This is an optimization exercise on Yosys and OpenROAD, whose aim is small area, not a production implementation. Where RTL was checked, it was by simulation tests only, not by an equivalence proof against the original. Function not checked in run 1: the RTL went through the layout flow alone. Power figures rest on the tool's default switching activity, not on a simulated workload.

==> flow/design.v, too long to show whole: its modules and the start of the top module <==
// module ldpc_cnu_top: 512 lines
// module cnu_oai22: 10 lines
// module cnu_lt5c: 14 lines
// module cnu_maj3: 9 lines
module ldpc_cnu_top
(
	input  logic         clk,
	input  logic         rst,
	input  logic         in_valid,
	input  logic [119:0] v2c,
	output logic         out_valid,
	output logic [119:0] c2v
);
  // ...
==> flow/flow/run.sh <==
#!/bin/bash
# Standard ORFS layout with four changes: logic cells are swapped for the
# smallest of their family after floorplan (timing repair later sizes up
# what it needs), ports get the smallest buffer, the clock tree uses
# clkbuf_8 in clusters of up to 18 sinks without dummy loads, and
# non-critical cells are downsized after global routing.
set -euo pipefail
V=(
	"BUFFER_PORTS_ARGS=-buffer_cell sky130_fd_sc_hd__buf_1"
	"CTS_ARGS=-sink_clustering_enable -repair_clock_nets -dont_use_dummy_load -sink_clustering_size 18 -sink_clustering_max_diameter 80 -buf_list {sky130_fd_sc_hd__clkbuf_8}"
	"RECOVER_POWER=100"
)
bash standard.sh "${V[@]}" synth > flow_synth.log 2>&1
bash standard.sh "${V[@]}" floorplan > flow_floorplan.log 2>&1
openroad -no_init -exit flow/downsize.tcl > flow_downsize.log 2>&1
bash standard.sh "${V[@]}" finish > flow_finish.log 2>&1
==> flow/flow/downsize.tcl <==
# Swap every logic cell for the smallest cell of its family; the later
# timing repair (CTS and global route stages) sizes up what timing needs.
set res orfs/results/sky130hd/ldpc_cnu_top/base
read_db $res/2_floorplan.odb
array set m {
  sky130_fd_sc_hd__a2111o_2 sky130_fd_sc_hd__a2111o_1
  sky130_fd_sc_hd__a2111o_4 sky130_fd_sc_hd__a2111o_1
  sky130_fd_sc_hd__a2111oi_1 sky130_fd_sc_hd__a2111oi_0
  sky130_fd_sc_hd__a2111oi_2 sky130_fd_sc_hd__a2111oi_0
  sky130_fd_sc_hd__a2111oi_4 sky130_fd_sc_hd__a2111oi_0
  sky130_fd_sc_hd__a211o_2 sky130_fd_sc_hd__a211o_1
  sky130_fd_sc_hd__a211o_4 sky130_fd_sc_hd__a211o_1
  sky130_fd_sc_hd__a211oi_2 sky130_fd_sc_hd__a211oi_1
  sky130_fd_sc_hd__a211oi_4 sky130_fd_sc_hd__a211oi_1
  sky130_fd_sc_hd__a21bo_4 sky130_fd_sc_hd__a21bo_1
  sky130_fd_sc_hd__a21boi_2 sky130_fd_sc_hd__a21boi_0
  sky130_fd_sc_hd__a21boi_4 sky130_fd_sc_hd__a21boi_0
  sky130_fd_sc_hd__a21o_2 sky130_fd_sc_hd__a21o_1
  sky130_fd_sc_hd__a21o_4 sky130_fd_sc_hd__a21o_1
  sky130_fd_sc_hd__a21oi_2 sky130_fd_sc_hd__a21oi_1
  sky130_fd_sc_hd__a21oi_4 sky130_fd_sc_hd__a21oi_1
  sky130_fd_sc_hd__a221o_2 sky130_fd_sc_hd__a221o_1
  sky130_fd_sc_hd__a221o_4 sky130_fd_sc_hd__a221o_1
  sky130_fd_sc_hd__a221oi_2 sky130_fd_sc_hd__a221oi_1
  sky130_fd_sc_hd__a221oi_4 sky130_fd_sc_hd__a221oi_1
  sky130_fd_sc_hd__a22o_2 sky130_fd_sc_hd__a22o_1
  sky130_fd_sc_hd__a22o_4 sky130_fd_sc_hd__a22o_1
  sky130_fd_sc_hd__a22oi_2 sky130_fd_sc_hd__a22oi_1
  sky130_fd_sc_hd__a22oi_4 sky130_fd_sc_hd__a22oi_1
  sky130_fd_sc_hd__a2bb2o_2 sky130_fd_sc_hd__a2bb2o_1
  sky130_fd_sc_hd__a2bb2o_4 sky130_fd_sc_hd__a2bb2o_1
  sky130_fd_sc_hd__a2bb2oi_2 sky130_fd_sc_hd__a2bb2oi_1
  sky130_fd_sc_hd__a2bb2oi_4 sky130_fd_sc_hd__a2bb2oi_1
  sky130_fd_sc_hd__a311o_2 sky130_fd_sc_hd__a311o_1
  sky130_fd_sc_hd__a311o_4 sky130_fd_sc_hd__a311o_1
  sky130_fd_sc_hd__a311oi_2 sky130_fd_sc_hd__a311oi_1
  sky130_fd_sc_hd__a311oi_4 sky130_fd_sc_hd__a311oi_1
  sky130_fd_sc_hd__a31o_4 sky130_fd_sc_hd__a31o_1
  sky130_fd_sc_hd__a31oi_2 sky130_fd_sc_hd__a31oi_1
  sky130_fd_sc_hd__a31oi_4 sky130_fd_sc_hd__a31oi_1
  sky130_fd_sc_hd__a32o_2 sky130_fd_sc_hd__a32o_1
  sky130_fd_sc_hd__a32o_4 sky130_fd_sc_hd__a32o_1
  sky130_fd_sc_hd__a32oi_2 sky130_fd_sc_hd__a32oi_1
  sky130_fd_sc_hd__a32oi_4 sky130_fd_sc_hd__a32oi_1
  sky130_fd_sc_hd__a41o_2 sky130_fd_sc_hd__a41o_1
  sky130_fd_sc_hd__a41o_4 sky130_fd_sc_hd__a41o_1
  sky130_fd_sc_hd__a41oi_2 sky130_fd_sc_hd__a41oi_1
  sky130_fd_sc_hd__a41oi_4 sky130_fd_sc_hd__a41oi_1
  sky130_fd_sc_hd__and2_2 sky130_fd_sc_hd__and2_0
  sky130_fd_sc_hd__and2_4 sky130_fd_sc_hd__and2_0
  sky130_fd_sc_hd__and2b_2 sky130_fd_sc_hd__and2b_1
  sky130_fd_sc_hd__and2b_4 sky130_fd_sc_hd__and2b_1
  sky130_fd_sc_hd__and3_2 sky130_fd_sc_hd__and3_1
  sky130_fd_sc_hd__and3_4 sky130_fd_sc_hd__and3_1
  sky130_fd_sc_hd__and3b_2 sky130_fd_sc_hd__and3b_1
  sky130_fd_sc_hd__and3b_4 sky130_fd_sc_hd__and3b_1
  sky130_fd_sc_hd__and4_2 sky130_fd_sc_hd__and4_1
  sky130_fd_sc_hd__and4_4 sky130_fd_sc_hd__and4_1
  sky130_fd_sc_hd__and4b_2 sky130_fd_sc_hd__and4b_1
  sky130_fd_sc_hd__and4b_4 sky130_fd_sc_hd__and4b_1
  sky130_fd_sc_hd__and4bb_4 sky130_fd_sc_hd__and4bb_1
  sky130_fd_sc_hd__bufbuf_16 sky130_fd_sc_hd__bufbuf_8
  sky130_fd_sc_hd__fa_2 sky130_fd_sc_hd__fa_1
  sky130_fd_sc_hd__fa_4 sky130_fd_sc_hd__fa_1
  sky130_fd_sc_hd__ha_2 sky130_fd_sc_hd__ha_1
  sky130_fd_sc_hd__ha_4 sky130_fd_sc_hd__ha_1
  sky130_fd_sc_hd__inv_12 sky130_fd_sc_hd__inv_1
  sky130_fd_sc_hd__inv_16 sky130_fd_sc_hd__inv_1
  sky130_fd_sc_hd__inv_4 sky130_fd_sc_hd__inv_1
  sky130_fd_sc_hd__inv_6 sky130_fd_sc_hd__inv_1
  sky130_fd_sc_hd__inv_8 sky130_fd_sc_hd__inv_1
  sky130_fd_sc_hd__maj3_2 sky130_fd_sc_hd__maj3_1
  sky130_fd_sc_hd__maj3_4 sky130_fd_sc_hd__maj3_1
  sky130_fd_sc_hd__mux2_4 sky130_fd_sc_hd__mux2_1
  sky130_fd_sc_hd__mux2_8 sky130_fd_sc_hd__mux2_1
  sky130_fd_sc_hd__mux2i_2 sky130_fd_sc_hd__mux2i_1
  sky130_fd_sc_hd__mux2i_4 sky130_fd_sc_hd__mux2i_1
  sky130_fd_sc_hd__mux4_1 sky130_fd_sc_hd__mux4_2
  sky130_fd_sc_hd__mux4_4 sky130_fd_sc_hd__mux4_2
  sky130_fd_sc_hd__nand2_2 sky130_fd_sc_hd__nand2_1
  sky130_fd_sc_hd__nand2_4 sky130_fd_sc_hd__nand2_1
  sky130_fd_sc_hd__nand2_8 sky130_fd_sc_hd__nand2_1
  sky130_fd_sc_hd__nand2b_2 sky130_fd_sc_hd__nand2b_1
  sky130_fd_sc_hd__nand2b_4 sky130_fd_sc_hd__nand2b_1
  sky130_fd_sc_hd__nand3_2 sky130_fd_sc_hd__nand3_1
  sky130_fd_sc_hd__nand3_4 sky130_fd_sc_hd__nand3_1
  sky130_fd_sc_hd__nand3b_2 sky130_fd_sc_hd__nand3b_1
  sky130_fd_sc_hd__nand3b_4 sky130_fd_sc_hd__nand3b_1
  sky130_fd_sc_hd__nand4_2 sky130_fd_sc_hd__nand4_1
  sky130_fd_sc_hd__nand4_4 sky130_fd_sc_hd__nand4_1
  sky130_fd_sc_hd__nand4b_2 sky130_fd_sc_hd__nand4b_1
  sky130_fd_sc_hd__nand4b_4 sky130_fd_sc_hd__nand4b_1
  sky130_fd_sc_hd__nand4bb_2 sky130_fd_sc_hd__nand4bb_1
  sky130_fd_sc_hd__nand4bb_4 sky130_fd_sc_hd__nand4bb_1
  sky130_fd_sc_hd__nor2_2 sky130_fd_sc_hd__nor2_1
  sky130_fd_sc_hd__nor2_4 sky130_fd_sc_hd__nor2_1
  sky130_fd_sc_hd__nor2_8 sky130_fd_sc_hd__nor2_1
  sky130_fd_sc_hd__nor2b_2 sky130_fd_sc_hd__nor2b_1
  sky130_fd_sc_hd__nor2b_4 sky130_fd_sc_hd__nor2b_1
  sky130_fd_sc_hd__nor3_2 sky130_fd_sc_hd__nor3_1
  sky130_fd_sc_hd__nor3_4 sky130_fd_sc_hd__nor3_1
  sky130_fd_sc_hd__nor3b_2 sky130_fd_sc_hd__nor3b_1
  sky130_fd_sc_hd__nor3b_4 sky130_fd_sc_hd__nor3b_1
  sky130_fd_sc_hd__nor4_2 sky130_fd_sc_hd__nor4_1
  sky130_fd_sc_hd__nor4_4 sky130_fd_sc_hd__nor4_1
  sky130_fd_sc_hd__nor4b_2 sky130_fd_sc_hd__nor4b_1
  sky130_fd_sc_hd__nor4b_4 sky130_fd_sc_hd__nor4b_1
  sky130_fd_sc_hd__nor4bb_2 sky130_fd_sc_hd__nor4bb_1
  sky130_fd_sc_hd__nor4bb_4 sky130_fd_sc_hd__nor4bb_1
  sky130_fd_sc_hd__o2111a_2 sky130_fd_sc_hd__o2111a_1
  sky130_fd_sc_hd__o2111a_4 sky130_fd_sc_hd__o2111a_1
  sky130_fd_sc_hd__o2111ai_2 sky130_fd_sc_hd__o2111ai_1
  sky130_fd_sc_hd__o2111ai_4 sky130_fd_sc_hd__o2111ai_1
  sky130_fd_sc_hd__o211a_4 sky130_fd_sc_hd__o211a_1
  sky130_fd_sc_hd__o211ai_2 sky130_fd_sc_hd__o211ai_1
  sky130_fd_sc_hd__o211ai_4 sky130_fd_sc_hd__o211ai_1
  sky130_fd_sc_hd__o21a_2 sky130_fd_sc_hd__o21a_1
  sky130_fd_sc_hd__o21a_4 sky130_fd_sc_hd__o21a_1
  sky130_fd_sc_hd__o21ai_2 sky130_fd_sc_hd__o21ai_0
  sky130_fd_sc_hd__o21ai_4 sky130_fd_sc_hd__o21ai_0
  sky130_fd_sc_hd__o21ba_4 sky130_fd_sc_hd__o21ba_1
  sky130_fd_sc_hd__o21bai_2 sky130_fd_sc_hd__o21bai_1
  sky130_fd_sc_hd__o21bai_4 sky130_fd_sc_hd__o21bai_1
  sky130_fd_sc_hd__o221a_4 sky130_fd_sc_hd__o221a_1
  sky130_fd_sc_hd__o221ai_2 sky130_fd_sc_hd__o221ai_1
  sky130_fd_sc_hd__o221ai_4 sky130_fd_sc_hd__o221ai_1
  sky130_fd_sc_hd__o22a_2 sky130_fd_sc_hd__o22a_1
  sky130_fd_sc_hd__o22a_4 sky130_fd_sc_hd__o22a_1
  sky130_fd_sc_hd__o22ai_2 sky130_fd_sc_hd__o22ai_1
  sky130_fd_sc_hd__o22ai_4 sky130_fd_sc_hd__o22ai_1
  sky130_fd_sc_hd__o2bb2a_2 sky130_fd_sc_hd__o2bb2a_1
  sky130_fd_sc_hd__o2bb2a_4 sky130_fd_sc_hd__o2bb2a_1
  sky130_fd_sc_hd__o2bb2ai_2 sky130_fd_sc_hd__o2bb2ai_1
  sky130_fd_sc_hd__o2bb2ai_4 sky130_fd_sc_hd__o2bb2ai_1
  sky130_fd_sc_hd__o311a_2 sky130_fd_sc_hd__o311a_1
  sky130_fd_sc_hd__o311a_4 sky130_fd_sc_hd__o311a_1
  sky130_fd_sc_hd__o311ai_2 sky130_fd_sc_hd__o311ai_0
  sky130_fd_sc_hd__o311ai_4 sky130_fd_sc_hd__o311ai_0
  sky130_fd_sc_hd__o31a_2 sky130_fd_sc_hd__o31a_1
  sky130_fd_sc_hd__o31a_4 sky130_fd_sc_hd__o31a_1
  sky130_fd_sc_hd__o31ai_2 sky130_fd_sc_hd__o31ai_1
  sky130_fd_sc_hd__o31ai_4 sky130_fd_sc_hd__o31ai_1
  sky130_fd_sc_hd__o32a_2 sky130_fd_sc_hd__o32a_1
  sky130_fd_sc_hd__o32a_4 sky130_fd_sc_hd__o32a_1
  sky130_fd_sc_hd__o32ai_2 sky130_fd_sc_hd__o32ai_1
  sky130_fd_sc_hd__o32ai_4 sky130_fd_sc_hd__o32ai_1
  sky130_fd_sc_hd__o41a_2 sky130_fd_sc_hd__o41a_1
  sky130_fd_sc_hd__o41a_4 sky130_fd_sc_hd__o41a_1
  sky130_fd_sc_hd__o41ai_2 sky130_fd_sc_hd__o41ai_1
  sky130_fd_sc_hd__o41ai_4 sky130_fd_sc_hd__o41ai_1
  sky130_fd_sc_hd__or2_4 sky130_fd_sc_hd__or2_0
  sky130_fd_sc_hd__or2b_2 sky130_fd_sc_hd__or2b_1
  sky130_fd_sc_hd__or2b_4 sky130_fd_sc_hd__or2b_1
  sky130_fd_sc_hd__or3_2 sky130_fd_sc_hd__or3_1
  sky130_fd_sc_hd__or3_4 sky130_fd_sc_hd__or3_1
  sky130_fd_sc_hd__or3b_4 sky130_fd_sc_hd__or3b_1
  sky130_fd_sc_hd__or4_2 sky130_fd_sc_hd__or4_1
  sky130_fd_sc_hd__or4_4 sky130_fd_sc_hd__or4_1
  sky130_fd_sc_hd__or4b_4 sky130_fd_sc_hd__or4b_1
  sky130_fd_sc_hd__or4bb_2 sky130_fd_sc_hd__or4bb_1
  sky130_fd_sc_hd__or4bb_4 sky130_fd_sc_hd__or4bb_1
  sky130_fd_sc_hd__xnor2_2 sky130_fd_sc_hd__xnor2_1
  sky130_fd_sc_hd__xnor2_4 sky130_fd_sc_hd__xnor2_1
  sky130_fd_sc_hd__xnor3_2 sky130_fd_sc_hd__xnor3_1
  sky130_fd_sc_hd__xnor3_4 sky130_fd_sc_hd__xnor3_1
  sky130_fd_sc_hd__xor2_2 sky130_fd_sc_hd__xor2_1
  sky130_fd_sc_hd__xor2_4 sky130_fd_sc_hd__xor2_1
  sky130_fd_sc_hd__xor3_2 sky130_fd_sc_hd__xor3_1
  sky130_fd_sc_hd__xor3_4 sky130_fd_sc_hd__xor3_1
}
set db [ord::get_db]
set n 0
foreach inst [[ord::get_db_block] getInsts] {
	set master [[$inst getMaster] getName]
	if {[info exists m($master)]} {
		$inst swapMaster [$db findMaster $m($master)]
		incr n
	}
}
puts "downsized $n instances"
write_db $res/2_floorplan.odb
==> flow/standard.sh <==
#!/bin/bash
# synth_recipe.tcl (not shown) runs the flow's synth.tcl, then flattens the netlist and writes it again
# the make line also repeats each setting of config.mk as NAME=value (left out here)
make -C /OpenROAD-flow-scripts/flow DESIGN_CONFIG=/design/flow/config.mk WORK_HOME=/design/flow/orfs CLKGATE_MAP_FILE= SYNTH_SCRIPT=/design/flow/synth_recipe.tcl "${@:-finish}"
==> flow/config.mk <==
export PLATFORM = sky130hd
export DESIGN_NAME = ldpc_cnu_top
export DESIGN_NICKNAME = ldpc_cnu_top
export VERILOG_FILES = /design/flow/design.v
export SDC_FILE = /design/flow/constraint.sdc
export NUM_CORES = 4
export LEC_CHECK = 0
export CAP_MARGIN = 20
export CORE_MARGIN = 2
export CORE_UTILIZATION = 60
export GPL_TIMING_DRIVEN = 0
export SLEW_MARGIN = 20
export SYNTH_HIERARCHICAL = 1
==> flow/constraint.sdc <==
create_clock -name core_clock -period 3.3 [get_ports {clk}]
set_input_delay 0.6600 -clock core_clock [delete_from_list [all_inputs] [get_ports {clk}]]
set_output_delay 0.6600 -clock core_clock [all_outputs]
set_load 0.01 [all_outputs]
==> key figures, run 1 <==
Status
  • Outcome: complete, no violations

Detailed routing
  • Routed length per instance: around 15 um
  • Vias: approximately 9700

Clocking
  • Clk sinks: ~300
  • Clk root buf: clkbuf_8
  • Post-cts resize count: 28

Power
  • Power per cell area: roughly 770 mW/mm^2
  • Pwr top: registers

Global route
  • Grt met2 use: a little over two fifths
  • Vias in the first global route: slightly below 9000

Critical path
  • Top delay family on crit path: adder cells
  • Crit Path Max Fanout: 10

Finish
  • Bufs w/o clock: 270
  • Final core occ: about two thirds
  • Top reg by flops: q_sgn

Floorplan
  • DIE AREA: around 0.021 mm^2
  • Die Y: approximately 140 um
  • Tap cells: ~270

Synthesis
  • Multiplexer share of the synthesized area: less than 1%
  • Syn Nets: about 1300
  • Cell variety after synth: 35
  • Post-synth EDFFs: 0

Worst hold path
  • Hold depth: 0

STA
  • Fin. Hold Viols: 0

Job
  • Max-cap violations: 0
==> run 2: changes to the inputs <==
--- a/flow/design.v
+++ b/flow/design.v
@@ -64,148 +64,178 @@
 	wire [4:0] m13 = v2c[82:78];
 	wire [4:0] m14 = v2c[88:84];
 	wire [4:0] m15 = v2c[94:90];
 	wire [4:0] m16 = v2c[100:96];
 	wire [4:0] m17 = v2c[106:102];
 	wire [4:0] m18 = v2c[112:108];
 	wire [4:0] m19 = v2c[118:114];
 	wire g0_b0_1;
-	wire g0_c0_1 = ~(m1[0] | m0_n[0]);
+	wire g0_c0_1;
+	cnu_nor2 u_g0_c0_1 (.a(m1[0]), .b(m0_n[0]), .y(g0_c0_1));
 	cnu_lt5c u_g0_b0_1 (.an(m1_n[4:1]), .b(m0[4:1]), .c0(g0_c0_1), .y(g0_b0_1));
 	wire g0_b0_2;
-	wire g0_c0_2 = ~(m2[0] | m0_n[0]);
+	wire g0_c0_2;
+	cnu_nor2 u_g0_c0_2 (.a(m2[0]), .b(m0_n[0]), .y(g0_c0_2));
 	cnu_lt5c u_g0_b0_2 (.an(m2_n[4:1]), .b(m0[4:1]), .c0(g0_c0_2), .y(g0_b0_2));
 	wire g0_b0_3;
-	wire g0_c0_3 = ~(m3[0] | m0_n[0]);
+	wire g0_c0_3;
+	cnu_nor2 u_g0_c0_3 (.a(m3[0]), .b(m0_n[0]), .y(g0_c0_3));
 	cnu_lt5c u_g0_b0_3 (.an(m3_n[4:1]), .b(m0[4:1]), .c0(g0_c0_3), .y(g0_b0_3));
 	wire g0_b1_2;
-	wire g0_c1_2 = ~(m2[0] | m1_n[0]);
+	wire g0_c1_2;
+	cnu_nor2 u_g0_c1_2 (.a(m2[0]), .b(m1_n[0]), .y(g0_c1_2));
 	cnu_lt5c u_g0_b1_2 (.an(m2_n[4:1]), .b(m1[4:1]), .c0(g0_c1_2), .y(g0_b1_2));
 	wire g0_b1_3;
-	wire g0_c1_3 = ~(m3[0] | m1_n[0]);
+	wire g0_c1_3;
+	cnu_nor2 u_g0_c1_3 (.a(m3[0]), .b(m1_n[0]), .y(g0_c1_3));
 	cnu_lt5c u_g0_b1_3 (.an(m3_n[4:1]), .b(m1[4:1]), .c0(g0_c1_3), .y(g0_b1_3));
 	wire g0_b2_3;
-	wire g0_c2_3 = ~(m3[0] | m2_n[0]);
+	wire g0_c2_3;
+	cnu_nor2 u_g0_c2_3 (.a(m3[0]), .b(m2_n[0]), .y(g0_c2_3));
 	cnu_lt5c u_g0_b2_3 (.an(m3_n[4:1]), .b(m2[4:1]), .c0(g0_c2_3), .y(g0_b2_3));
 	wire g0_s0_0 = ~(g0_b0_1 | g0_b0_2 | g0_b0_3);
 	wire g0_s1_0 = (g0_b0_1 | g0_b0_2 | g0_b0_3) & ~((g0_b0_1 & g0_b0_2) | (g0_b0_1 & g0_b0_3) | (g0_b0_2 & g0_b0_3));
 	wire g0_s0_1 = ~(~g0_b0_1 | g0_b1_2 | g0_b1_3);
 	wire g0_s1_1 = (~g0_b0_1 | g0_b1_2 | g0_b1_3) & ~((~g0_b0_1 & g0_b1_2) | (~g0_b0_1 & g0_b1_3) | (g0_b1_2 & g0_b1_3));
 	wire g0_s0_2 = ~(~g0_b0_2 | ~g0_b1_2 | g0_b2_3);
 	wire g0_s1_2 = (~g0_b0_2 | ~g0_b1_2 | g0_b2_3) & ~((~g0_b0_2 & ~g0_b1_2) | (~g0_b0_2 & g0_b2_3) | (~g0_b1_2 & g0_b2_3));
 	wire g0_s0_3 = ~(~g0_b0_3 | ~g0_b1_3 | ~g0_b2_3);
 	wire g0_s1_3 = (~g0_b0_3 | ~g0_b1_3 | ~g0_b2_3) & ~((~g0_b0_3 & ~g0_b1_3) | (~g0_b0_3 & ~g0_b2_3) | (~g0_b1_3 & ~g0_b2_3));
 	wire [4:0] g0_m1 = (m0 | ~{5{g0_s0_0}}) & (m1 | ~{5{g0_s0_1}}) & (m2 | ~{5{g0_s0_2}}) & (m3 | ~{5{g0_s0_3}});
 	wire [4:0] g0_m2 = (m0 | ~{5{g0_s1_0}}) & (m1 | ~{5{g0_s1_1}}) & (m2 | ~{5{g0_s1_2}}) & (m3 | ~{5{g0_s1_3}});
 	wire [1:0] g0_ix = (2'd0 | ~{2{g0_s0_0}}) & (2'd1 | ~{2{g0_s0_1}}) & (2'd2 | ~{2{g0_s0_2}}) & (2'd3 | ~{2{g0_s0_3}});
 	wire g1_b0_1;
-	wire g1_c0_1 = ~(m5[0] | m4_n[0]);
+	wire g1_c0_1;
+	cnu_nor2 u_g1_c0_1 (.a(m5[0]), .b(m4_n[0]), .y(g1_c0_1));
 	cnu_lt5c u_g1_b0_1 (.an(m5_n[4:1]), .b(m4[4:1]), .c0(g1_c0_1), .y(g1_b0_1));
 	wire g1_b0_2;
-	wire g1_c0_2 = ~(m6[0] | m4_n[0]);
+	wire g1_c0_2;
+	cnu_nor2 u_g1_c0_2 (.a(m6[0]), .b(m4_n[0]), .y(g1_c0_2));
 	cnu_lt5c u_g1_b0_2 (.an(m6_n[4:1]), .b(m4[4:1]), .c0(g1_c0_2), .y(g1_b0_2));
 	wire g1_b0_3;
-	wire g1_c0_3 = ~(m7[0] | m4_n[0]);
+	wire g1_c0_3;
+	cnu_nor2 u_g1_c0_3 (.a(m7[0]), .b(m4_n[0]), .y(g1_c0_3));
 	cnu_lt5c u_g1_b0_3 (.an(m7_n[4:1]), .b(m4[4:1]), .c0(g1_c0_3), .y(g1_b0_3));
 	wire g1_b1_2;
-	wire g1_c1_2 = ~(m6[0] | m5_n[0]);
+	wire g1_c1_2;
+	cnu_nor2 u_g1_c1_2 (.a(m6[0]), .b(m5_n[0]), .y(g1_c1_2));
 	cnu_lt5c u_g1_b1_2 (.an(m6_n[4:1]), .b(m5[4:1]), .c0(g1_c1_2), .y(g1_b1_2));
 	wire g1_b1_3;
-	wire g1_c1_3 = ~(m7[0] | m5_n[0]);
+	wire g1_c1_3;
+	cnu_nor2 u_g1_c1_3 (.a(m7[0]), .b(m5_n[0]), .y(g1_c1_3));
 	cnu_lt5c u_g1_b1_3 (.an(m7_n[4:1]), .b(m5[4:1]), .c0(g1_c1_3), .y(g1_b1_3));
 	wire g1_b2_3;
-	wire g1_c2_3 = ~(m7[0] | m6_n[0]);
+	wire g1_c2_3;
+	cnu_nor2 u_g1_c2_3 (.a(m7[0]), .b(m6_n[0]), .y(g1_c2_3));
 	cnu_lt5c u_g1_b2_3 (.an(m7_n[4:1]), .b(m6[4:1]), .c0(g1_c2_3), .y(g1_b2_3));
 	wire g1_s0_0 = ~(g1_b0_1 | g1_b0_2 | g1_b0_3);
 	wire g1_s1_0 = (g1_b0_1 | g1_b0_2 | g1_b0_3) & ~((g1_b0_1 & g1_b0_2) | (g1_b0_1 & g1_b0_3) | (g1_b0_2 & g1_b0_3));
 	wire g1_s0_1 = ~(~g1_b0_1 | g1_b1_2 | g1_b1_3);
 	wire g1_s1_1 = (~g1_b0_1 | g1_b1_2 | g1_b1_3) & ~((~g1_b0_1 & g1_b1_2) | (~g1_b0_1 & g1_b1_3) | (g1_b1_2 & g1_b1_3));
 	wire g1_s0_2 = ~(~g1_b0_2 | ~g1_b1_2 | g1_b2_3);
 	wire g1_s1_2 = (~g1_b0_2 | ~g1_b1_2 | g1_b2_3) & ~((~g1_b0_2 & ~g1_b1_2) | (~g1_b0_2 & g1_b2_3) | (~g1_b1_2 & g1_b2_3));
 	wire g1_s0_3 = ~(~g1_b0_3 | ~g1_b1_3 | ~g1_b2_3);
 	wire g1_s1_3 = (~g1_b0_3 | ~g1_b1_3 | ~g1_b2_3) & ~((~g1_b0_3 & ~g1_b1_3) | (~g1_b0_3 & ~g1_b2_3) | (~g1_b1_3 & ~g1_b2_3));
 	wire [4:0] g1_m1 = (m4 | ~{5{g1_s0_0}}) & (m5 | ~{5{g1_s0_1}}) & (m6 | ~{5{g1_s0_2}}) & (m7 | ~{5{g1_s0_3}});
 	wire [4:0] g1_m2 = (m4 | ~{5{g1_s1_0}}) & (m5 | ~{5{g1_s1_1}}) & (m6 | ~{5{g1_s1_2}}) & (m7 | ~{5{g1_s1_3}});
 	wire [1:0] g1_ix = (2'd0 | ~{2{g1_s0_0}}) & (2'd1 | ~{2{g1_s0_1}}) & (2'd2 | ~{2{g1_s0_2}}) & (2'd3 | ~{2{g1_s0_3}});
 	wire g2_b0_1;
-	wire g2_c0_1 = ~(m9[0] | m8_n[0]);
+	wire g2_c0_1;
+	cnu_nor2 u_g2_c0_1 (.a(m9[0]), .b(m8_n[0]), .y(g2_c0_1));
 	cnu_lt5c u_g2_b0_1 (.an(m9_n[4:1]), .b(m8[4:1]), .c0(g2_c0_1), .y(g2_b0_1));
 	wire g2_b0_2;
-	wire g2_c0_2 = ~(m10[0] | m8_n[0]);
+	wire g2_c0_2;
+	cnu_nor2 u_g2_c0_2 (.a(m10[0]), .b(m8_n[0]), .y(g2_c0_2));
 	cnu_lt5c u_g2_b0_2 (.an(m10_n[4:1]), .b(m8[4:1]), .c0(g2_c0_2), .y(g2_b0_2));
 	wire g2_b0_3;
-	wire g2_c0_3 = ~(m11[0] | m8_n[0]);
+	wire g2_c0_3;
+	cnu_nor2 u_g2_c0_3 (.a(m11[0]), .b(m8_n[0]), .y(g2_c0_3));
 	cnu_lt5c u_g2_b0_3 (.an(m11_n[4:1]), .b(m8[4:1]), .c0(g2_c0_3), .y(g2_b0_3));
 	wire g2_b1_2;
-	wire g2_c1_2 = ~(m10[0] | m9_n[0]);
+	wire g2_c1_2;
+	cnu_nor2 u_g2_c1_2 (.a(m10[0]), .b(m9_n[0]), .y(g2_c1_2));
 	cnu_lt5c u_g2_b1_2 (.an(m10_n[4:1]), .b(m9[4:1]), .c0(g2_c1_2), .y(g2_b1_2));
 	wire g2_b1_3;
-	wire g2_c1_3 = ~(m11[0] | m9_n[0]);
+	wire g2_c1_3;
+	cnu_nor2 u_g2_c1_3 (.a(m11[0]), .b(m9_n[0]), .y(g2_c1_3));
 	cnu_lt5c u_g2_b1_3 (.an(m11_n[4:1]), .b(m9[4:1]), .c0(g2_c1_3), .y(g2_b1_3));
 	wire g2_b2_3;
-	wire g2_c2_3 = ~(m11[0] | m10_n[0]);
+	wire g2_c2_3;
+	cnu_nor2 u_g2_c2_3 (.a(m11[0]), .b(m10_n[0]), .y(g2_c2_3));
 	cnu_lt5c u_g2_b2_3 (.an(m11_n[4:1]), .b(m10[4:1]), .c0(g2_c2_3), .y(g2_b2_3));
 	wire g2_s0_0 = ~(g2_b0_1 | g2_b0_2 | g2_b0_3);
 	wire g2_s1_0 = (g2_b0_1 | g2_b0_2 | g2_b0_3) & ~((g2_b0_1 & g2_b0_2) | (g2_b0_1 & g2_b0_3) | (g2_b0_2 & g2_b0_3));
 	wire g2_s0_1 = ~(~g2_b0_1 | g2_b1_2 | g2_b1_3);
 	wire g2_s1_1 = (~g2_b0_1 | g2_b1_2 | g2_b1_3) & ~((~g2_b0_1 & g2_b1_2) | (~g2_b0_1 & g2_b1_3) | (g2_b1_2 & g2_b1_3));
 	wire g2_s0_2 = ~(~g2_b0_2 | ~g2_b1_2 | g2_b2_3);
 	wire g2_s1_2 = (~g2_b0_2 | ~g2_b1_2 | g2_b2_3) & ~((~g2_b0_2 & ~g2_b1_2) | (~g2_b0_2 & g2_b2_3) | (~g2_b1_2 & g2_b2_3));
 	wire g2_s0_3 = ~(~g2_b0_3 | ~g2_b1_3 | ~g2_b2_3);
 	wire g2_s1_3 = (~g2_b0_3 | ~g2_b1_3 | ~g2_b2_3) & ~((~g2_b0_3 & ~g2_b1_3) | (~g2_b0_3 & ~g2_b2_3) | (~g2_b1_3 & ~g2_b2_3));
 	wire [4:0] g2_m1 = (m8 | ~{5{g2_s0_0}}) & (m9 | ~{5{g2_s0_1}}) & (m10 | ~{5{g2_s0_2}}) & (m11 | ~{5{g2_s0_3}});
 	wire [4:0] g2_m2 = (m8 | ~{5{g2_s1_0}}) & (m9 | ~{5{g2_s1_1}}) & (m10 | ~{5{g2_s1_2}}) & (m11 | ~{5{g2_s1_3}});
 	wire [1:0] g2_ix = (2'd0 | ~{2{g2_s0_0}}) & (2'd1 | ~{2{g2_s0_1}}) & (2'd2 | ~{2{g2_s0_2}}) & (2'd3 | ~{2{g2_s0_3}});
 	wire g3_b0_1;
-	wire g3_c0_1 = ~(m13[0] | m12_n[0]);
+	wire g3_c0_1;
+	cnu_nor2 u_g3_c0_1 (.a(m13[0]), .b(m12_n[0]), .y(g3_c0_1));
 	cnu_lt5c u_g3_b0_1 (.an(m13_n[4:1]), .b(m12[4:1]), .c0(g3_c0_1), .y(g3_b0_1));
 	wire g3_b0_2;
-	wire g3_c0_2 = ~(m14[0] | m12_n[0]);
+	wire g3_c0_2;
+	cnu_nor2 u_g3_c0_2 (.a(m14[0]), .b(m12_n[0]), .y(g3_c0_2));
 	cnu_lt5c u_g3_b0_2 (.an(m14_n[4:1]), .b(m12[4:1]), .c0(g3_c0_2), .y(g3_b0_2));
 	wire g3_b0_3;
-	wire g3_c0_3 = ~(m15[0] | m12_n[0]);
+	wire g3_c0_3;
+	cnu_nor2 u_g3_c0_3 (.a(m15[0]), .b(m12_n[0]), .y(g3_c0_3));
 	cnu_lt5c u_g3_b0_3 (.an(m15_n[4:1]), .b(m12[4:1]), .c0(g3_c0_3), .y(g3_b0_3));
 	wire g3_b1_2;
-	wire g3_c1_2 = ~(m14[0] | m13_n[0]);
+	wire g3_c1_2;
+	cnu_nor2 u_g3_c1_2 (.a(m14[0]), .b(m13_n[0]), .y(g3_c1_2));
 	cnu_lt5c u_g3_b1_2 (.an(m14_n[4:1]), .b(m13[4:1]), .c0(g3_c1_2), .y(g3_b1_2));
 	wire g3_b1_3;
-	wire g3_c1_3 = ~(m15[0] | m13_n[0]);
+	wire g3_c1_3;
+	cnu_nor2 u_g3_c1_3 (.a(m15[0]), .b(m13_n[0]), .y(g3_c1_3));
 	cnu_lt5c u_g3_b1_3 (.an(m15_n[4:1]), .b(m13[4:1]), .c0(g3_c1_3), .y(g3_b1_3));
 	wire g3_b2_3;
-	wire g3_c2_3 = ~(m15[0] | m14_n[0]);
+	wire g3_c2_3;
+	cnu_nor2 u_g3_c2_3 (.a(m15[0]), .b(m14_n[0]), .y(g3_c2_3));
 	cnu_lt5c u_g3_b2_3 (.an(m15_n[4:1]), .b(m14[4:1]), .c0(g3_c2_3), .y(g3_b2_3));
 	wire g3_s0_0 = ~(g3_b0_1 | g3_b0_2 | g3_b0_3);
 	wire g3_s1_0 = (g3_b0_1 | g3_b0_2 | g3_b0_3) & ~((g3_b0_1 & g3_b0_2) | (g3_b0_1 & g3_b0_3) | (g3_b0_2 & g3_b0_3));
 	wire g3_s0_1 = ~(~g3_b0_1 | g3_b1_2 | g3_b1_3);
 	wire g3_s1_1 = (~g3_b0_1 | g3_b1_2 | g3_b1_3) & ~((~g3_b0_1 & g3_b1_2) | (~g3_b0_1 & g3_b1_3) | (g3_b1_2 & g3_b1_3));
 	wire g3_s0_2 = ~(~g3_b0_2 | ~g3_b1_2 | g3_b2_3);
 	wire g3_s1_2 = (~g3_b0_2 | ~g3_b1_2 | g3_b2_3) & ~((~g3_b0_2 & ~g3_b1_2) | (~g3_b0_2 & g3_b2_3) | (~g3_b1_2 & g3_b2_3));
 	wire g3_s0_3 = ~(~g3_b0_3 | ~g3_b1_3 | ~g3_b2_3);
 	wire g3_s1_3 = (~g3_b0_3 | ~g3_b1_3 | ~g3_b2_3) & ~((~g3_b0_3 & ~g3_b1_3) | (~g3_b0_3 & ~g3_b2_3) | (~g3_b1_3 & ~g3_b2_3));
 	wire [4:0] g3_m1 = (m12 | ~{5{g3_s0_0}}) & (m13 | ~{5{g3_s0_1}}) & (m14 | ~{5{g3_s0_2}}) & (m15 | ~{5{g3_s0_3}});
 	wire [4:0] g3_m2 = (m12 | ~{5{g3_s1_0}}) & (m13 | ~{5{g3_s1_1}}) & (m14 | ~{5{g3_s1_2}}) & (m15 | ~{5{g3_s1_3}});
 	wire [1:0] g3_ix = (2'd0 | ~{2{g3_s0_0}}) & (2'd1 | ~{2{g3_s0_1}}) & (2'd2 | ~{2{g3_s0_2}}) & (2'd3 | ~{2{g3_s0_3}});
 	wire g4_b0_1;
-	wire g4_c0_1 = ~(m17[0] | m16_n[0]);
+	wire g4_c0_1;
+	cnu_nor2 u_g4_c0_1 (.a(m17[0]), .b(m16_n[0]), .y(g4_c0_1));
 	cnu_lt5c u_g4_b0_1 (.an(m17_n[4:1]), .b(m16[4:1]), .c0(g4_c0_1), .y(g4_b0_1));
 	wire g4_b0_2;
-	wire g4_c0_2 = ~(m18[0] | m16_n[0]);
+	wire g4_c0_2;
+	cnu_nor2 u_g4_c0_2 (.a(m18[0]), .b(m16_n[0]), .y(g4_c0_2));
 	cnu_lt5c u_g4_b0_2 (.an(m18_n[4:1]), .b(m16[4:1]), .c0(g4_c0_2), .y(g4_b0_2));
 	wire g4_b0_3;
-	wire g4_c0_3 = ~(m19[0] | m16_n[0]);
+	wire g4_c0_3;
+	cnu_nor2 u_g4_c0_3 (.a(m19[0]), .b(m16_n[0]), .y(g4_c0_3));
 	cnu_lt5c u_g4_b0_3 (.an(m19_n[4:1]), .b(m16[4:1]), .c0(g4_c0_3), .y(g4_b0_3));
 	wire g4_b1_2;
-	wire g4_c1_2 = ~(m18[0] | m17_n[0]);
+	wire g4_c1_2;
+	cnu_nor2 u_g4_c1_2 (.a(m18[0]), .b(m17_n[0]), .y(g4_c1_2));
 	cnu_lt5c u_g4_b1_2 (.an(m18_n[4:1]), .b(m17[4:1]), .c0(g4_c1_2), .y(g4_b1_2));
 	wire g4_b1_3;
-	wire g4_c1_3 = ~(m19[0] | m17_n[0]);
+	wire g4_c1_3;
+	cnu_nor2 u_g4_c1_3 (.a(m19[0]), .b(m17_n[0]), .y(g4_c1_3));
 	cnu_lt5c u_g4_b1_3 (.an(m19_n[4:1]), .b(m17[4:1]), .c0(g4_c1_3), .y(g4_b1_3));
 	wire g4_b2_3;
-	wire g4_c2_3 = ~(m19[0] | m18_n[0]);
+	wire g4_c2_3;
+	cnu_nor2 u_g4_c2_3 (.a(m19[0]), .b(m18_n[0]), .y(g4_c2_3));
 	cnu_lt5c u_g4_b2_3 (.an(m19_n[4:1]), .b(m18[4:1]), .c0(g4_c2_3), .y(g4_b2_3));
 	wire g4_s0_0 = ~(g4_b0_1 | g4_b0_2 | g4_b0_3);
 	wire g4_s1_0 = (g4_b0_1 | g4_b0_2 | g4_b0_3) & ~((g4_b0_1 & g4_b0_2) | (g4_b0_1 & g4_b0_3) | (g4_b0_2 & g4_b0_3));
 	wire g4_s0_1 = ~(~g4_b0_1 | g4_b1_2 | g4_b1_3);
 	wire g4_s1_1 = (~g4_b0_1 | g4_b1_2 | g4_b1_3) & ~((~g4_b0_1 & g4_b1_2) | (~g4_b0_1 & g4_b1_3) | (g4_b1_2 & g4_b1_3));
 	wire g4_s0_2 = ~(~g4_b0_2 | ~g4_b1_2 | g4_b2_3);
 	wire g4_s1_2 = (~g4_b0_2 | ~g4_b1_2 | g4_b2_3) & ~((~g4_b0_2 & ~g4_b1_2) | (~g4_b0_2 & g4_b2_3) | (~g4_b1_2 & g4_b2_3));
 	wire g4_s0_3 = ~(~g4_b0_3 | ~g4_b1_3 | ~g4_b2_3);
@@ -241,44 +271,54 @@
 		r1_m1_3 <= g3_m1;
 		r1_m2_3 <= g3_m2;
 		r1_ix_3 <= g3_ix;
 		r1_m1_4 <= g4_m1;
 		r1_m2_4 <= g4_m2;
 		r1_ix_4 <= g4_ix;
 	end
 	wire t_b0_1;
-	wire t_c0_1 = ~(r1_m1_1[0] | r1_m1_0_n[0]);
+	wire t_c0_1;
+	cnu_nor2 u_t_c0_1 (.a(r1_m1_1[0]), .b(r1_m1_0_n[0]), .y(t_c0_1));
 	cnu_lt5c u_t_b0_1 (.an(r1_m1_1_n[4:1]), .b(r1_m1_0[4:1]), .c0(t_c0_1), .y(t_b0_1));
 	wire t_b0_2;
-	wire t_c0_2 = ~(r1_m1_2[0] | r1_m1_0_n[0]);
+	wire t_c0_2;
+	cnu_nor2 u_t_c0_2 (.a(r1_m1_2[0]), .b(r1_m1_0_n[0]), .y(t_c0_2));
 	cnu_lt5c u_t_b0_2 (.an(r1_m1_2_n[4:1]), .b(r1_m1_0[4:1]), .c0(t_c0_2), .y(t_b0_2));
 	wire t_b0_3;
-	wire t_c0_3 = ~(r1_m1_3[0] | r1_m1_0_n[0]);
+	wire t_c0_3;
+	cnu_nor2 u_t_c0_3 (.a(r1_m1_3[0]), .b(r1_m1_0_n[0]), .y(t_c0_3));
 	cnu_lt5c u_t_b0_3 (.an(r1_m1_3_n[4:1]), .b(r1_m1_0[4:1]), .c0(t_c0_3), .y(t_b0_3));
 	wire t_b0_4;
-	wire t_c0_4 = ~(r1_m1_4[0] | r1_m1_0_n[0]);
+	wire t_c0_4;
+	cnu_nor2 u_t_c0_4 (.a(r1_m1_4[0]), .b(r1_m1_0_n[0]), .y(t_c0_4));
 	cnu_lt5c u_t_b0_4 (.an(r1_m1_4_n[4:1]), .b(r1_m1_0[4:1]), .c0(t_c0_4), .y(t_b0_4));
 	wire t_b1_2;
-	wire t_c1_2 = ~(r1_m1_2[0] | r1_m1_1_n[0]);
+	wire t_c1_2;
+	cnu_nor2 u_t_c1_2 (.a(r1_m1_2[0]), .b(r1_m1_1_n[0]), .y(t_c1_2));
 	cnu_lt5c u_t_b1_2 (.an(r1_m1_2_n[4:1]), .b(r1_m1_1[4:1]), .c0(t_c1_2), .y(t_b1_2));
 	wire t_b1_3;
-	wire t_c1_3 = ~(r1_m1_3[0] | r1_m1_1_n[0]);
+	wire t_c1_3;
+	cnu_nor2 u_t_c1_3 (.a(r1_m1_3[0]), .b(r1_m1_1_n[0]), .y(t_c1_3));
 	cnu_lt5c u_t_b1_3 (.an(r1_m1_3_n[4:1]), .b(r1_m1_1[4:1]), .c0(t_c1_3), .y(t_b1_3));
 	wire t_b1_4;
-	wire t_c1_4 = ~(r1_m1_4[0] | r1_m1_1_n[0]);
+	wire t_c1_4;
+	cnu_nor2 u_t_c1_4 (.a(r1_m1_4[0]), .b(r1_m1_1_n[0]), .y(t_c1_4));
 	cnu_lt5c u_t_b1_4 (.an(r1_m1_4_n[4:1]), .b(r1_m1_1[4:1]), .c0(t_c1_4), .y(t_b1_4));
 	wire t_b2_3;
-	wire t_c2_3 = ~(r1_m1_3[0] | r1_m1_2_n[0]);
+	wire t_c2_3;
+	cnu_nor2 u_t_c2_3 (.a(r1_m1_3[0]), .b(r1_m1_2_n[0]), .y(t_c2_3));
 	cnu_lt5c u_t_b2_3 (.an(r1_m1_3_n[4:1]), .b(r1_m1_2[4:1]), .c0(t_c2_3), .y(t_b2_3));
 	wire t_b2_4;
-	wire t_c2_4 = ~(r1_m1_4[0] | r1_m1_2_n[0]);
+	wire t_c2_4;
+	cnu_nor2 u_t_c2_4 (.a(r1_m1_4[0]), .b(r1_m1_2_n[0]), .y(t_c2_4));
 	cnu_lt5c u_t_b2_4 (.an(r1_m1_4_n[4:1]), .b(r1_m1_2[4:1]), .c0(t_c2_4), .y(t_b2_4));
 	wire t_b3_4;
-	wire t_c3_4 = ~(r1_m1_4[0] | r1_m1_3_n[0]);
+	wire t_c3_4;
+	cnu_nor2 u_t_c3_4 (.a(r1_m1_4[0]), .b(r1_m1_3_n[0]), .y(t_c3_4));
 	cnu_lt5c u_t_b3_4 (.an(r1_m1_4_n[4:1]), .b(r1_m1_3[4:1]), .c0(t_c3_4), .y(t_b3_4));
 	wire t_s0_0 = ~(t_b0_1 | t_b0_2 | t_b0_3 | t_b0_4);
 	wire t_s1_0 = (t_b0_1 | t_b0_2 | t_b0_3 | t_b0_4) & ~((t_b0_1 & t_b0_2) | (t_b0_1 & t_b0_3) | (t_b0_1 & t_b0_4) | (t_b0_2 & t_b0_3) | (t_b0_2 & t_b0_4) | (t_b0_3 & t_b0_4));
 	wire t_s0_1 = ~(~t_b0_1 | t_b1_2 | t_b1_3 | t_b1_4);
 	wire t_s1_1 = (~t_b0_1 | t_b1_2 | t_b1_3 | t_b1_4) & ~((~t_b0_1 & t_b1_2) | (~t_b0_1 & t_b1_3) | (~t_b0_1 & t_b1_4) | (t_b1_2 & t_b1_3) | (t_b1_2 & t_b1_4) | (t_b1_3 & t_b1_4));
 	wire t_s0_2 = ~(~t_b0_2 | ~t_b1_2 | t_b2_3 | t_b2_4);
 	wire t_s1_2 = (~t_b0_2 | ~t_b1_2 | t_b2_3 | t_b2_4) & ~((~t_b0_2 & ~t_b1_2) | (~t_b0_2 & t_b2_3) | (~t_b0_2 & t_b2_4) | (~t_b1_2 & t_b2_3) | (~t_b1_2 & t_b2_4) | (t_b2_3 & t_b2_4));
 	wire t_s0_3 = ~(~t_b0_3 | ~t_b1_3 | ~t_b2_3 | t_b3_4);
@@ -300,17 +340,18 @@
 		r2_sgn <= s1_sgn;
 		r2_m1 <= t_m1;
 		r2_wb <= t_wb;
 		r2_ra <= t_ra;
 		r2_lx <= t_lx;
 		r2_gx <= t_gx;
 	end
 	wire u_c;
-	wire u_c0 = ~(r2_ra[0] | r2_wb_n[0]);
+	wire u_c0;
+	cnu_nor2 u_u_c0 (.a(r2_ra[0]), .b(r2_wb_n[0]), .y(u_c0));
 	cnu_lt5c u_u_c (.an(r2_ra_n[4:1]), .b(r2_wb[4:1]), .c0(u_c0), .y(u_c));
 	wire [4:0] u_m2 = u_c ? r2_ra : r2_wb;
 	logic [19:0] q_sgn [5];
 	logic [4:0]  q_m1 [5];
 	logic [4:0]  q_m2 [5];
 	logic [1:0]  q_lx [5];
 	logic [2:0]  q_gx [5];
 	always_ff @(posedge clk) begin
@@ -534,16 +575,24 @@
 );
 	logic [4:0] c;
 	assign c[0] = c0;
 	for (genvar k = 1; k < 5; k++) begin : g_bit
 		cnu_maj3 u_maj (.a(an[k]), .b(b[k]), .c(c[k-1]), .y(c[k]));
 	end
 	assign y = c[4];
 endmodule
+module cnu_nor2
+(
+	input  logic a,
+	input  logic b,
+	output logic y
+);
+	assign y = ~(a | b);
+endmodule
 module cnu_maj3
 (
 	input  logic a,
 	input  logic b,
 	input  logic c,
 	output logic y
 );
 	assign y = (a & b) | (a & c) | (b & c);
==> run 2 against run 1 <==
Total power about the same. Die area down 0.58%. Still clean. Worst hold slack got worse by 18 ps. Non-clock buffer count rose by 1. Largest power group unchanged. Flip-flop and latch count is the same. First-iteration DRC count fell by 16%. Critical path depth is 1 higher. Critical path type unchanged. Routed wire length shrank 3.5%. Area after synthesis fell by 0.60%.
==> key figures, run 2 <==
Critical path
  • Top delay family on crit path: adder cells (unchanged)
  • Critical Path Slowest Stage Cell: maj3_2 (was or4_4)
  • Cells along the critical path: inv_1 > nor2_1 > maj3_1 > maj3_1 > maj3_1 > maj3_2 > nand4b_1 > buf_2 > o22ai_1 > nor3_1 (was nor2b_1 > maj3_1 > maj3_1 > maj3_1 > maj3_2 > or4_4 > clkbuf_8 > o22ai_2 > nor3_1)
  • R2R depth: 10 (was 9)
  • RR Endpoint: r2_wb[1]$_DFF_P_ (was r2_wb[2]$_DFF_P_)
  • CP max stage delay: 400 ps (was 590 ps)
  • Reg-to-reg slack, setup: 70 ps (was 50 ps)
  • Critical Path Stages: 10 (was 9)
  • Worst Path Buf+Inv: 2 (was 1)
  • RR Startpoint: r1_m1_2[0]$_DFF_P_ (was r1_m1_0[0]$_DFF_P_)
  • Setup CP Type: flip-flop to flip-flop (unchanged)
  • Critical path data required time: 3660 ps (was 3670 ps)
  • Critical Path Start: r1_m1_2[0]$_DFF_P_ (was r1_m1_0[0]$_DFF_P_)
  • Setup crit start kind: flip-flop (unchanged)
  • Worst Setup End Kind: flip-flop (unchanged)
  • Crit Path Max Fanout: 10 (unchanged)
  • Setup crit end: r2_wb[1]$_DFF_P_ (was r2_wb[2]$_DFF_P_)
  • Most numerous cell on the critical path: maj3_1 (unchanged)
  • Data arrival, critical path: 3590 ps (was 3620 ps)

Synthesis
  • Largest family of logic cells by synthesized area: adder cells (unchanged)
  • Syn Nets: 1317 (was 1307)
  • Avg Inst Size Synth: 9.92 um^2 (was 10.1 um^2)
  • Post-Synth Adder-Cell Area: 15.6% (was 15.5%)
  • Syn. warnings: 17 (unchanged)
  • Top-area cell type share of the netlist area: 51.0% (was 50.7%)
  • Post-synthesis simple-gate area fraction: 8.92% (was 10.1%)
  • Share of the yosys chip area belonging to registers: 51.0% (was 50.7%)
  • Leading area contributor after synthesis: dfxtp_1 (unchanged)
  • Xor and xnor fraction of the mapped netlist area: 4.84% (was 4.81%)
  • Post-Syn Area: 0.0119 mm^2 (about the same)
  • Multiplexer share of the synthesized area: 0.422% (was 0.420%)
  • Cell count after synthesis: 1194 (was 1184)
  • Prevailing post-synth register cell: dfxtp_1 (unchanged)
  • Count leader, synth: dfxtp_1 (unchanged)
  • #FFs+latches synth: 302 (unchanged)
  • Synth Area in Compound Gates: 14.3% (was 14.2%)
  • Synth area leaders: dfxtp_1 (51%), maj3_2 (16%), o22ai_1 (12%), inv_1 (4.0%), nor2_1 (3.9%) (was dfxtp_1 (51%), maj3_2 (15%), o22ai_1 (12%), inv_1 (3.3%), xnor2_1 (2.9%))
  • Post-synth top cells: dfxtp_1 (302), o22ai_1 (232), maj3_2 (164) (was dfxtp_1 (302), o22ai_1 (229), maj3_2 (164))
  • Cell variety after synth: 37 (was 35)
  • Post-synth EDFFs: 0 (unchanged)
  • Async S/R FF share, synth: 0% (unchanged)

Finish
  • Top reg by flops: q_sgn (unchanged)
  • Final instance area: 0.0133 mm^2 (about the same)
  • Nets: 1586 (was 1571)
  • Fraction of layout cells with a size suffix above 1: 4.38% (was 4.15%)
  • Max FFs per register: 100 (unchanged)
  • Area Growth Syn to Fin: 12.2% (was 11.8%)
  • Biggest regs: q_sgn (100), q_m1 (25), q_m2 (25) (unchanged)
  • Final non-filler cell total: 1727 (was 1711)
  • Most common cell after layout, fill and taps aside: dfxtp_1 (unchanged)
  • Fill cells: 1642 (was 1679)
  • Register Area: 0.00605 mm^2 (about the same)
  • Most frequent cells in the layout: dfxtp_1 (298), buf_1 (239), o22ai_1 (229), maj3_1 (154), inv_1 (125) (was dfxtp_1 (295), buf_1 (241), o22ai_1 (225), maj3_1 (157), inv_1 (105))
  • Multi-input logic area: 0.00509 mm^2 (was 0.00522 mm^2)

STA
  • Fmax: 309 MHz (was 308 MHz)
  • RSZ-0062 raised after global routing: yes
  • Setup violations, final: 0 (unchanged)
  • Fin. max-slew vios: 0 (unchanged)
  • Max-Slew Margin vs Limit: 47.0% (was 42.2%)
  • Final clock skew: 83.6 ps (was 62.1 ps)
  • Fin. Hold Viols: 0 (unchanged)
  • Setup ws final: 67.8 ps (was 51.1 ps)
  • Fin crit share: 97.9% (was 98.5%)
  • Crit path time final: 3230 ps (was 3250 ps)
  • Slew @ Worst Pin: 794 ps (was 868 ps)
  • WHS: 264 ps (was 282 ps)

Clocking
  • Clock tree buffer depth: 3 (unchanged)
  • Post-CTS Hold Fix Bufs: 0 (unchanged)
  • Clk sinks: 302 (unchanged)
  • CTS Buf Count: 20 (unchanged)
  • Clock transition at path regs: 110 ps (was 100 ps)
  • CTS tree: yes (unchanged)
  • Clk root buf: clkbuf_8 (unchanged)
  • Worst-Skew Late Latency: 540 ps (about the same)
  • CTS H-tree depth: 1 (unchanged)

Global route
  • Top Usage Layer GRT: met2 (unchanged)
  • Vias in the first global route: 8525 (was 8721)
  • GR met3 Demand/Resource: 2.68% (was 2.99%)
  • First-pass GRT wire length: 39400 um (was 41700 um)
  • Largest net degree at the start of global routing: 21 (unchanged)
  • GRT Resource Usage Total: 23.1% (was 23.5%)
  • Remaining Overflow, GRT: 0 (unchanged)
  • Met1 global-route usage: 28.1% (was 28.8%)
  • Grt met2 use: 42.6% (was 42.2%)
  • Initial antenna violation count: 1 (was 0)

Detailed routing
  • Routed length per instance: 14.7 um (was 15.4 um)
  • DRT iter0 DRCs: 535 (was 640)
  • Final WL: 25400 um (was 26300 um)
  • Via/cell ratio: 5.55 (was 5.68)
  • Vias: 9583 (was 9726)
  • DRC: 0 (unchanged)
  • First drt pass iteration count: 5 (was 7)
  • Post-DRT Antenna Nets: 0 (unchanged)

Status
  • Outcome: complete, no violations (unchanged)

Power
  • Clk network pwr share: 14.6% (about the same)
  • P_leak: 5.23 nW (was 5.08 nW)
  • Int Pwr: 6.94 mW (was 6.93 mW)
  • Switching part of the total: 32.8% (about the same)
  • Worst vdd ir: 0.572 mV (was 0.322 mV)
  • Net switching power: 3.38 mW (about the same)
  • Gate power share: 29.8% (was 29.3%)
  • Reg power frac: 55.6% (was 56.0%)
  • Power per cell area: 777 mW/mm^2 (was 774 mW/mm^2)

Floorplan
  • Die width: 145 um (about the same)
  • Rows: 51 (unchanged)
  • Starting Density: 61.1% (was 61.3%)
  • CORE AREA: 0.0194 mm^2 (was 0.0195 mm^2)
  • Ports: 244 (unchanged)
  • DIE AREA: 0.0209 mm^2 (was 0.0210 mm^2)
  • Die Y: 145 um (about the same)

Place
  • Routability cong.: 0.914 (was 0.952)
  • Port bufs: 243 (unchanged)
  • Post-Place Cells: 1702 (was 1692)
  • Placed Area: 0.0129 mm^2 (was 0.0130 mm^2)
  • Pre-CTS WS: -343 ps (was -474 ps)
  • Final HPWL DP: 19200 um (was 19800 um)

Worst hold path
  • HP Class: flip-flop to flip-flop (unchanged)

Job
  • Max-cap violations: 0 (unchanged)
==> run 2: cell types whose count changed in the layout (fill, tap and decap cells not counted), sizes merged, moves of 4 or more <==
cell,delta
a21oi,-16
buf,+4
inv,+21
nand2,+7
nor2,+42
nor2b,-41
nor4,-5
o21ai,+5
xnor2,+4
xor2,-4
==> run 2: per-stage QoR <==
stage	util, %	setup TNS [ps]	total power [mW]
5_1_grt	68.5	-2.90	11.0
3_3_place_gp	66.4	-7510	8.69
4_1_cts	68.2	0	10.4
6_report	68.5	0	10.3
3_5_place_dp	66.4	-9010	8.79
2_1_floorplan	-	0	7.83
==> run 2: per-module statistics from Yosys (local to each module, per instance), excerpt <==
module	cell area [um^2]	flip-flops and latches	times used	cells inside
ldpc_cnu_top	9220	302	1	889
cnu_maj3	11.3	0	164	1
cnu_nor2	3.75	0	41	1
cnu_oai22	6.26	0	100	1
==> run 2: layer usage <==
layer / vias to the layer above / wire length (um)
met5: - / 0
li1: 4773 / -
met2: 451 / 12400
met3: 53 / 1670
met1: 4306 / 10700
met4: 0 / 658
==> run 2: layout make-up <==
cell class                      count  area share (%)
Tap cell                          265            2.49
Inverter                          126            3.56
Timing Repair Buffer              251            7.32
Antenna cell                        1          0.0188
Buffer                             20           0.668
Clock buffer                       20            2.07
Multi-Input combinational cell    742            38.3
Sequential cell                   302            45.5
==> run 2: timing repair <==
action                                  CTS  global route
hold endpoints to repair                  0             0
buffers inserted                          0             8
resized for setup                        31            15
pin swaps                                 3             5
endpoints found under the setup margin   19            19
==> run 2: kinds of logic after synthesis <==
logic type | after synthesis
AOI/OAI and AO/OA | 276
buffers and inverters | 150
DFF | 302
xor gates and xnor gates | 63
muxes | 5
and+or+nand+nor | 234
adders and majority gates | 164
==> run 2: worst min path at each step <==
| stage | cells after the start | slack [ps] | to | startpoint |
|---|---|---|---|---|
| global placement | 0 | 310 | q_m1[2][2]$_DFF_P_ | q_m1[1][2]$_DFF_P_ |
| detailed placement | 0 | 310 | q_gx[3][1]$_DFF_P_ | q_gx[2][1]$_DFF_P_ |
| finish | 0 | 260 | r2_sgn[14]$_DFF_P_ | s1_sgn[14]$_DFF_P_ |
| global route | 0 | 280 | r2_sgn[14]$_DFF_P_ | s1_sgn[14]$_DFF_P_ |
| CTS | 0 | 260 | r2_sgn[14]$_DFF_P_ | s1_sgn[14]$_DFF_P_ |
| floorplan | 0 | 310 | q_gx[0][0]$_DFF_P_ | r2_gx[0]$_DFF_P_ |
==> run 2: power groups by stage <==
stage	Clock (mW)	Combinational [mW]	Sequential, mW
after floorplan	0	2.16	5.66
after global placement	0	2.93	5.76
after detailed placement	0	2.96	5.83
after CTS	1.58	3.04	5.74
after global routing	1.70	3.40	5.89
final	1.51	3.08	5.74
==> run 3: changes to the inputs <==
--- a/flow/flow/run.sh
+++ b/flow/flow/run.sh
@@ -4,3 +4,3 @@
 # what it needs), ports get the smallest buffer, the clock tree uses
-# clkbuf_8 in clusters of up to 18 sinks without dummy loads, and
+# clkbuf_4 in clusters of up to 10 sinks without dummy loads, and
 # non-critical cells are downsized after global routing.
@@ -9,3 +9,3 @@
 	"BUFFER_PORTS_ARGS=-buffer_cell sky130_fd_sc_hd__buf_1"
-	"CTS_ARGS=-sink_clustering_enable -repair_clock_nets -dont_use_dummy_load -sink_clustering_size 18 -sink_clustering_max_diameter 80 -buf_list {sky130_fd_sc_hd__clkbuf_8}"
+	"CTS_ARGS=-sink_clustering_enable -repair_clock_nets -dont_use_dummy_load -sink_clustering_size 10 -sink_clustering_max_diameter 50 -buf_list {sky130_fd_sc_hd__clkbuf_4}"
 	"RECOVER_POWER=100"
==> run 3 against run 2 <==
Clock power barely moved. Sequential share of layout area rose by 0.12 points. Design area fell by 0.29%. Highest routed layer unchanged. Total power fell by 0.17%. Still clean on timing, DRC and antenna. Count of clock-buffer cells in the layout rose by 19. Core utilization fell by 0.20 points. Non-clock buffer count fell by 5.
==> key figures, run 3 <==
Status
  • Outcome: complete, no violations (unchanged)

Clocking
  • CTS tree: yes (unchanged)
  • Worst-Skew Late Latency: 640 ps (was 540 ps)
  • CTS Buf Count: 39 (was 20)
  • CTS H-tree depth: 2 (was 1)
  • Post-CTS Hold Fix Bufs: 0 (unchanged)
  • Clock transition at path regs: 100 ps (was 110 ps)
  • Clock tree buffer depth: 3 (unchanged)
  • Clk root buf: clkbuf_4 (was clkbuf_8)
  • Clk sinks: 302 (unchanged)

Finish
  • Most frequent cells in the layout: dfxtp_1 (297), buf_1 (240), o22ai_1 (231), maj3_1 (155), inv_1 (126) (was dfxtp_1 (298), buf_1 (239), o22ai_1 (229), maj3_1 (154), inv_1 (125))
  • Nets: 1600 (was 1586)
  • Final non-filler cell total: 1742 (was 1727)
  • Most common cell after layout, fill and taps aside: dfxtp_1 (unchanged)
  • Fill cells: 1656 (was 1642)
  • Fraction of layout cells with a size suffix above 1: 4.95% (was 4.38%)
  • Area Growth Syn to Fin: 11.8% (was 12.2%)
  • Max FFs per register: 100 (unchanged)
  • Biggest regs: q_sgn (100), q_m1 (25), q_m2 (25) (unchanged)
  • Top reg by flops: q_sgn (unchanged)

Critical path
  • Critical path data required time: 3700 ps (was 3660 ps)
  • Data arrival, critical path: 3630 ps (was 3590 ps)
  • Most numerous cell on the critical path: maj3_1 (unchanged)
  • Crit Path Max Fanout: 10 (unchanged)
  • Critical Path Slowest Stage Cell: maj3_1 (was maj3_2)
  • Worst Setup End Kind: flip-flop (unchanged)
  • CP max stage delay: 470 ps (was 400 ps)
  • Setup CP Type: flip-flop to flip-flop (unchanged)
  • Cells along the critical path: inv_1 > maj3_1 > maj3_1 > maj3_1 > maj3_1 > nand4b_1 > clkbuf_2 > o22ai_1 > nor3_1 (was inv_1 > nor2_1 > maj3_1 > maj3_1 > maj3_1 > maj3_2 > nand4b_1 > buf_2 > o22ai_1 > nor3_1)
  • Setup crit start kind: flip-flop (unchanged)

Detailed routing
  • Post-DRT Antenna Nets: 0 (unchanged)
  • Vias: 9625 (was 9583)
  • Via/cell ratio: 5.53 (was 5.55)
  • Routed length per instance: 14.6 um (was 14.7 um)
  • DRT iter0 DRCs: 574 (was 535)
  • Final WL: 25500 um (was 25400 um)
  • DRC: 0 (unchanged)
  • First drt pass iteration count: 5 (unchanged)

STA
  • Crit path time final: 3230 ps (about the same)
  • Setup TNS: 0 ps (unchanged)
  • Setup violations, final: 0 (unchanged)
  • Fmax: 310 MHz (was 309 MHz)
  • Slew @ Worst Pin: 815 ps (was 794 ps)
  • Fin. Hold Viols: 0 (unchanged)
  • Max-Slew Margin vs Limit: 45.6% (was 47.0%)
  • Fin crit share: 97.8% (was 97.9%)
  • Final clock skew: 104 ps (was 83.6 ps)
  • Fin. max-slew vios: 0 (unchanged)

Global route
  • Remaining Overflow, GRT: 0 (unchanged)
  • First-pass GRT wire length: 39800 um (was 39400 um)
  • Initial antenna violation count: 2 (was 1)
  • GRT Resource Usage Total: 23.5% (was 23.1%)
  • Vias in the first global route: 8679 (was 8525)
  • Largest net degree at the start of global routing: 21 (unchanged)

Place
  • Final HPWL DP: 19200 um (unchanged)
  • Port bufs: 243 (unchanged)
  • Post-Place Cells: 1702 (unchanged)
  • Routability cong.: 0.914 (unchanged)

Floorplan
  • Die width: 145 um (unchanged)
  • DIE AREA: 0.0209 mm^2 (unchanged)
  • Die Y: 145 um (unchanged)
  • Starting Density: 61.1% (unchanged)
  • Rows: 51 (unchanged)
  • CORE AREA: 0.0194 mm^2 (unchanged)
  • Ports: 244 (unchanged)

Synthesis
  • Syn. warnings: 17 (unchanged)
  • Top-area cell type share of the netlist area: 51.0% (unchanged)
  • Post-synth top cells: dfxtp_1 (302), o22ai_1 (232), maj3_2 (164) (unchanged)
  • #FFs+latches synth: 302 (unchanged)
  • Async S/R FF share, synth: 0% (unchanged)
  • Prevailing post-synth register cell: dfxtp_1 (unchanged)
  • Post-synth EDFFs: 0 (unchanged)
  • Post-Syn Area: 0.0119 mm^2 (unchanged)
  • Avg Inst Size Synth: 9.92 um^2 (unchanged)
  • Count leader, synth: dfxtp_1 (unchanged)
  • Cell variety after synth: 37 (unchanged)
  • Synth area leaders: dfxtp_1 (51%), maj3_2 (16%), o22ai_1 (12%), inv_1 (4.0%), nor2_1 (3.9%) (unchanged)
  • Syn Nets: 1317 (unchanged)
  • Share of the yosys chip area belonging to registers: 51.0% (unchanged)
  • Cell count after synthesis: 1194 (unchanged)
  • Leading area contributor after synthesis: dfxtp_1 (unchanged)

Job
  • Max-cap violations: 0 (unchanged)

Power
  • Power per cell area: 777 mW/mm^2 (about the same)
  • Worst vdd ir: 0.509 mV (was 0.572 mV)
  • P_leak: 5.24 nW (was 5.23 nW)

Worst hold path
  • HP Class: input pin to flip-flop (was flip-flop to flip-flop)
## run 3: cell counts after synthesis
No cell type changed its count.
## run 3: layout make-up
class	instances	area, um^2	share of cell area (%)
multi-input cells	742	5070	38.3
well taps	265	332	2.50
inverters	126	473	3.57
diodes	2	5.00	0.0378
clock buffers	39	293	2.21
plain buffers	20	88.8	0.670
flip-flops and latches	302	6050	45.7
repair buffers	246	935	7.05
## run 3: metal layers
| layer | wire length [um] | global-route usage [%] |
|---|---|---|
| met1 | 10800 | 28.0 |
| met2 | 12200 | 42.4 |
| met3 | 1630 | 3.84 |
| met4 | 779 | 9.25 |
| met5 | 0 | 0 |
## run 3: repair_timing
action | CTS | global route
endpoints found under the setup margin | 16 | 18
buffers inserted | 0 | 3
resized for setup | 26 | 11
pin swaps | 0 | 2
gates cloned | 0 | 0
## run 3: kinds of logic after synthesis
group / count (synthesis) / synth area share, %
AOI/OAI and AO/OA: 276 / 14.3
xor gates and xnor gates: 63 / 4.84
adders and majority gates: 164 / 15.6
buffers and inverters: 150 / 4.88
DFF: 302 / 51.0
muxes: 5 / 0.422
and+or+nand+nor: 234 / 8.92
## run 3: worst max-delay path: cells and delay by family (launching register included)
family	cells	cell delay (ps)
AOI/OAI and AO/OA	1	250
adders and majority gates	4	1570
buffers and inverters	2	380
DFF	1	430
and+or+nand+nor	2	430
## run 3: report_power, final
group	internal, mW	switching, mW	total, mW
logic	1.25	1.77	3.02
registers	5.11	0.623	5.74
clock network	0.547	0.996	1.54
total	6.91	3.39	10.3
## run 3: metrics by stage
stage                     area, um^2  power [mW]  hold WS, ps  util, %  setup slack, ps
after CTS                      13200        10.4          213     68.2             5.95
after global routing           13200        11.0          215     68.3            -17.3
after floorplan                11900        7.83          310        -              384
after global placement         12900        8.69          310     66.4             -324
after detailed placement       12900        8.79          312     66.4             -343
final                          13300        10.3          269     68.3             73.9
## run 3: final timing paths
check                          start                  to  slack, ps  depth (start not counted)
setup / recovery  r1_m1_4[1]$_DFF_P_    r2_wb[2]$_DFF_P_         70                          9
hold / removal               v2c[23]   s1_sgn[3]$_DFF_P_        270                          2
setup reg to reg  r1_m1_4[1]$_DFF_P_    r2_wb[2]$_DFF_P_         70                          9
hold reg to reg   q_m2[0][3]$_DFF_P_  q_m2[1][3]$_DFF_P_        270                          0
## run 3: per-module statistics from Yosys (local to each module, per instance), a selection
| module | cells inside | flip-flops and latches | copies in the design | cell area [um^2] |
|---|---|---|---|---|
| cnu_oai22 | 1 | 0 | 100 | 6.26 |
| ldpc_cnu_top | 889 | 302 | 1 | 9220 |
| cnu_nor2 | 1 | 0 | 41 | 3.75 |
| cnu_maj3 | 1 | 0 | 164 | 11.3 |

## static timing again, ports no longer ideal
How much do the figures lean on ideal ports? The routed layouts below were timed once more, with nothing changed but the port constraints. Step 1, drivers: a clkbuf_16 drives clk and a buf_2 each remaining input, both assumed. Step 2 moves the port delays by t, midway between the first and last clock arrival at a register: inputs arrive t later, outputs are due t later. That takes back most of the time a late clock gives input paths. Three values: no drivers, after step 1, after step 2; two values: the first two.
run | t, ns | setup WS [ns] | slew at the worst register clock pin (ns) | cell pins on the clock port's net
run 1 | 0.548 | 0.051 / 0.051 / -0.336 | 0.10 / 0.10 | 1
run 2 | 0.544 | 0.068 / 0.068 / -0.318 | 0.11 / 0.11 | 1
run 3 | 0.634 | 0.074 / 0.074 / -0.329 | 0.10 / 0.10 | 1
Met with ideal ports but missed after step 2: setup timing in every run listed. The setup slack of run 3, which loses most, moves by 0.000 ns with the drivers and by -0.403 ns with both steps.
